Background: an optimization exercise with open tools, aiming at small area, a short achievable clock period and few clock cycles per item. Do not read the settings as production practice. The RTL was checked by simulation tests, not by an equivalence proof against the original design. Power and IR drop assume default switching activity.

// mac_dsp_pipe
module mac_dsp_pipe #(
  parameter int A_WIDTH     = 25,
  parameter int B_WIDTH     = 18,
  parameter int ACC_WIDTH   = 48,
  parameter int PIPE_STAGES = 1
) (
  input  logic                 clk_i,
  input  logic                 rst_i,
  input  logic                 valid_i,
  output logic                 ready_o,
  input  logic [A_WIDTH-1:0]   a_i,
  input  logic [B_WIDTH-1:0]   b_i,
  input  logic                 clr_i,
  input  logic                 last_i,
  output logic                 valid_o,
  input  logic                 ready_i,
  output logic [ACC_WIDTH-1:0] acc_o,
  output logic                 ovf_o
);
Size: roughly 1,400 cells after synthesis, ~100 I/O pins, roughly 0.017 mm^2 of cells after synthesis.
Settings: LEC_CHECK=0, CAP_MARGIN=5, CORE_MARGIN=2, CORE_UTILIZATION=60, PLACE_DENSITY=0.75, SETUP_SLACK_MARGIN=3.2, SLEW_MARGIN=5; clock period 7.0 ns.
standard.sh (not shown) runs the stock make flow with config.mk's settings and CLKGATE_MAP_FILE= SYNTH_SCRIPT=/design/flow/synth_recipe.tcl, a recipe that flattens the netlist after the stock synthesis.
==> flow/flow/run.sh <==
#!/bin/bash
# Standard layout, with netlist steps between synthesis and floorplan: fanout.py takes out the
# synthesis buffers (the flow removes them anyway); fixinv.py removes the inverters that Yosys
# leaves between full-adder cells (a full adder is self-dual, so a cell can compute on complemented
# signals instead; single-output gates can be swapped for their complement); fanout.py then gives
# register outputs with many loads a driver (two inverters). The new netlist is used only if ABC's cec proves it
# equivalent to the standard synthesis (registers paired by name); else the standard one is kept.
set -uo pipefail
export PATH="$FLOW_HOME/../tools/install/yosys/bin:$FLOW_HOME/../tools/install/OpenROAD/bin:$PATH"
R=orfs/results/${FLOW_PLATFORM}/mac_dsp_pipe/base
# port buffers: a plain buffer instead of the delay cell buffer_ports picks by itself
export BUFFER_PORTS_ARGS="-buffer_cell sky130_fd_sc_hd__buf_1"
bash standard.sh synth > synth.log 2>&1 || { echo "synthesis failed"; exit 1; }
cp "$R/1_2_yosys.v" standard_synth.v
if python3 flow/fanout.py standard_synth.v nobuf_synth.v 0 > fanout0.log 2>&1 \
   && python3 flow/fixinv.py nobuf_synth.v inv_synth.v > fixinv.log 2>&1 \
   && python3 flow/fanout.py inv_synth.v fixed_synth.v ${FANOUT_MAX:-12} > fanout.log 2>&1 \
   && bash flow/cec.sh standard_synth.v fixed_synth.v > cec.log 2>&1 \
   && grep -q "Networks are equivalent" cec.log; then
  echo "using the netlist with full-adder polarities fixed"
  cp fixed_synth.v "$R/1_2_yosys.v"
  touch "$R/1_2_yosys.v"
else
  echo "keeping the standard netlist"
fi
bash standard.sh > layout.log 2>&1 || { echo "layout failed"; exit 1; }
test -f out/final.def
Other scripts of this flow, unchanged in this note and not shown: flow/flow/cec.sh, flow/flow/cutff.py, flow/flow/fanout.py, flow/flow/fixinv.py, flow/flow/lib2v.py
The starting point completed without violations.
Testbench counts at the start, summed over its fixed seeds: cycles 16,090, samples 16,066.
Rerun with:
--- a/flow/flow/run.sh
+++ b/flow/flow/run.sh
@@ -15,5 +15,5 @@
 if python3 flow/fanout.py standard_synth.v nobuf_synth.v 0 > fanout0.log 2>&1 \
    && python3 flow/fixinv.py nobuf_synth.v inv_synth.v > fixinv.log 2>&1 \
-   && python3 flow/fanout.py inv_synth.v fixed_synth.v ${FANOUT_MAX:-12} > fanout.log 2>&1 \
+   && python3 flow/fanout.py inv_synth.v fixed_synth.v ${FANOUT_MAX:-20} > fanout.log 2>&1 \
    && bash flow/cec.sh standard_synth.v fixed_synth.v > cec.log 2>&1 \
    && grep -q "Networks are equivalent" cec.log; then
- CAP_MARGIN: 5 -> 20
- CORE_UTILIZATION: 60 -> 75
- PLACE_DENSITY: 0.75 -> 0.85
- SETUP_SLACK_MARGIN: 3.2 -> 3.0
- SLEW_MARGIN: 5 -> 20
Result: The changed run completed without violations; sequential power hardly moves; total power goes up slightly; maximum frequency went down by a few percent; setup slack loses 0.23 ns; register-to-register slack gets worse by 0.23 ns; design area went down slightly; area after synthesis is lower slightly.
Rerun with:
--- a/flow/flow/run.sh
+++ b/flow/flow/run.sh
@@ -15,5 +15,5 @@
 if python3 flow/fanout.py standard_synth.v nobuf_synth.v 0 > fanout0.log 2>&1 \
    && python3 flow/fixinv.py nobuf_synth.v inv_synth.v > fixinv.log 2>&1 \
-   && python3 flow/fanout.py inv_synth.v fixed_synth.v ${FANOUT_MAX:-20} > fanout.log 2>&1 \
+   && python3 flow/fanout.py inv_synth.v fixed_synth.v ${FANOUT_MAX:-12} > fanout.log 2>&1 \
    && bash flow/cec.sh standard_synth.v fixed_synth.v > cec.log 2>&1 \
    && grep -q "Networks are equivalent" cec.log; then
After rerunning: Synthesized cell count rises by a few percent. Hold slack gets worse by 0.016 ns. Area after synthesis grows slightly. Via count grows slightly. Critical path depth rose by 8. Worst setup slack loses 0.13 ns.

---

Starting RTL as in the previous note.
==> flow/config.mk <==
export PLATFORM = sky130hd
export DESIGN_NAME = mac_dsp_pipe
export DESIGN_NICKNAME = mac_dsp_pipe
export VERILOG_FILES = /design/flow/design.v
export SDC_FILE = /design/flow/constraint.sdc
export NUM_CORES = 4
export LEC_CHECK = 0
export CAP_MARGIN = 20
export CORE_MARGIN = 2
export CORE_UTILIZATION = 50
export PLACE_DENSITY = 0.65
export SETUP_SLACK_MARGIN = 3.2
export SLEW_MARGIN = 20
==> flow/constraint.sdc <==
create_clock -name core_clock -period 7.0 [get_ports {clk_i}]
set_input_delay 1.4000 -clock core_clock [delete_from_list [all_inputs] [get_ports {clk_i}]]
set_output_delay 1.4000 -clock core_clock [all_outputs]
set_load 0.01 [all_outputs]
==> flow/flow/run.sh <==
#!/bin/bash
# Standard layout, with netlist steps between synthesis and floorplan: fanout.py takes out the
# synthesis buffers (the flow removes them anyway); fixinv.py removes the inverters that Yosys
# leaves between full-adder cells (a full adder is self-dual, so a cell can compute on complemented
# signals instead; single-output gates can be swapped for their complement); fanout.py then gives
# register outputs with many loads a driver (two inverters). The new netlist is used only if ABC's cec proves it
# equivalent to the standard synthesis (registers paired by name); else the standard one is kept.
set -uo pipefail
export PATH="$FLOW_HOME/../tools/install/yosys/bin:$FLOW_HOME/../tools/install/OpenROAD/bin:$PATH"
R=orfs/results/${FLOW_PLATFORM}/mac_dsp_pipe/base
# port buffers: a plain buffer instead of the delay cell buffer_ports picks by itself
export BUFFER_PORTS_ARGS="-buffer_cell sky130_fd_sc_hd__buf_1"
bash standard.sh synth > synth.log 2>&1 || { echo "synthesis failed"; exit 1; }
cp "$R/1_2_yosys.v" standard_synth.v
if python3 flow/fanout.py standard_synth.v nobuf_synth.v 0 > fanout0.log 2>&1 \
   && python3 flow/fixinv.py nobuf_synth.v inv_synth.v > fixinv.log 2>&1 \
   && python3 flow/fanout.py inv_synth.v fixed_synth.v ${FANOUT_MAX:-12} > fanout.log 2>&1 \
   && bash flow/cec.sh standard_synth.v fixed_synth.v > cec.log 2>&1 \
   && grep -q "Networks are equivalent" cec.log; then
  echo "using the netlist with full-adder polarities fixed"
  cp fixed_synth.v "$R/1_2_yosys.v"
  touch "$R/1_2_yosys.v"
else
  echo "keeping the standard netlist"
fi
bash standard.sh > layout.log 2>&1 || { echo "layout failed"; exit 1; }
test -f out/final.def
Other scripts of this flow, unchanged in this note and not shown: flow/flow/cec.sh, flow/flow/cutff.py, flow/flow/fanout.py, flow/flow/fixinv.py, flow/flow/lib2v.py
The starting point passed the timing, DRC and antenna checks.
Testbench counts at the start, summed over its fixed seeds: cycles 16,090, samples 16,066.
Rerun with:
--- a/flow/config.mk
+++ b/flow/config.mk
@@ -8,6 +8,7 @@
 export CAP_MARGIN = 20
 export CORE_MARGIN = 2
-export CORE_UTILIZATION = 50
-export PLACE_DENSITY = 0.65
+export CORE_UTILIZATION = 60
+export GPL_TIMING_DRIVEN = 0
+export PLACE_DENSITY = 0.75
 export SETUP_SLACK_MARGIN = 3.2
 export SLEW_MARGIN = 20
Outcome: The new run ran to the end with no violations; cell count decreases by a few percent; sequential power stays flat; worst setup slack is better by 0.091 ns; via count came out higher slightly; die area is lower by about a fifth; critical path depth stays the same; core utilization rises by 11 points; register-to-register slack improves by 0.09 ns; cell area is lower slightly.
Rerun with:
--- a/flow/config.mk
+++ b/flow/config.mk
@@ -9,5 +9,4 @@
 export CORE_MARGIN = 2
 export CORE_UTILIZATION = 60
-export GPL_TIMING_DRIVEN = 0
 export PLACE_DENSITY = 0.75
 export SETUP_SLACK_MARGIN = 3.2
=> Final cell count decreases by 0.36%; maximum frequency goes up by 1.7%; cell area shrinks by 1.3%; wire length went up by 0.76%; die area stays the same; total power shrinks by 4.0%; global-route usage came out higher by 0.50 points.

[separate check: timing with driven ports]
The results above use ideal ports. As a check the final layouts listed here were re-extracted and re-timed, cells and wires unchanged.
Step 1 (the two cells are an assumption about what drives the block):
set clk [get_ports {clk_i}]
set_driving_cell -lib_cell sky130_fd_sc_hd__clkbuf_16 $clk
set_driving_cell -lib_cell sky130_fd_sc_hd__buf_2 [delete_from_list [all_inputs] $clk]
Step 2 also shifts input and output timing later by t, the mid clock arrival at the registers, as if the neighbouring blocks saw the same clock.
Slacks: no drivers / after step 1 / after step 2; pairs: no drivers / after step 1.
| run | t (ns) | setup slack, ns | hold slack, ns | latest minus earliest clock arrival (ns) | worst data-port slew with drivers (ns) |
|---|---|---|---|---|---|
| the first run of note 1 | 0.503 | 3.196 / 3.196 / 3.196 | 0.429 / 0.429 / 0.429 | 0.020 / 0.020 | 0.03 |
| the second run of note 1 | 0.507 | 2.968 / 2.968 / 2.968 | 0.451 / 0.451 / 0.451 | 0.019 / 0.018 | 0.04 |
| the third run of note 1 | 0.514 | 2.838 / 2.838 / 2.838 | 0.435 / 0.435 / 0.435 | 0.018 / 0.018 | 0.04 |
| the first run of note 2 | 0.508 | 3.040 / 3.040 / 3.040 | 0.434 / 0.434 / 0.434 | 0.014 / 0.015 | 0.04 |
| the second run of note 2 | 0.496 | 3.131 / 3.131 / 3.131 | 0.421 / 0.421 / 0.421 | 0.015 / 0.015 | 0.03 |
| the third run of note 2 | 0.503 | 3.196 / 3.196 / 3.196 | 0.429 / 0.429 / 0.429 | 0.020 / 0.020 | 0.03 |
After both steps every run listed still meets setup and hold.
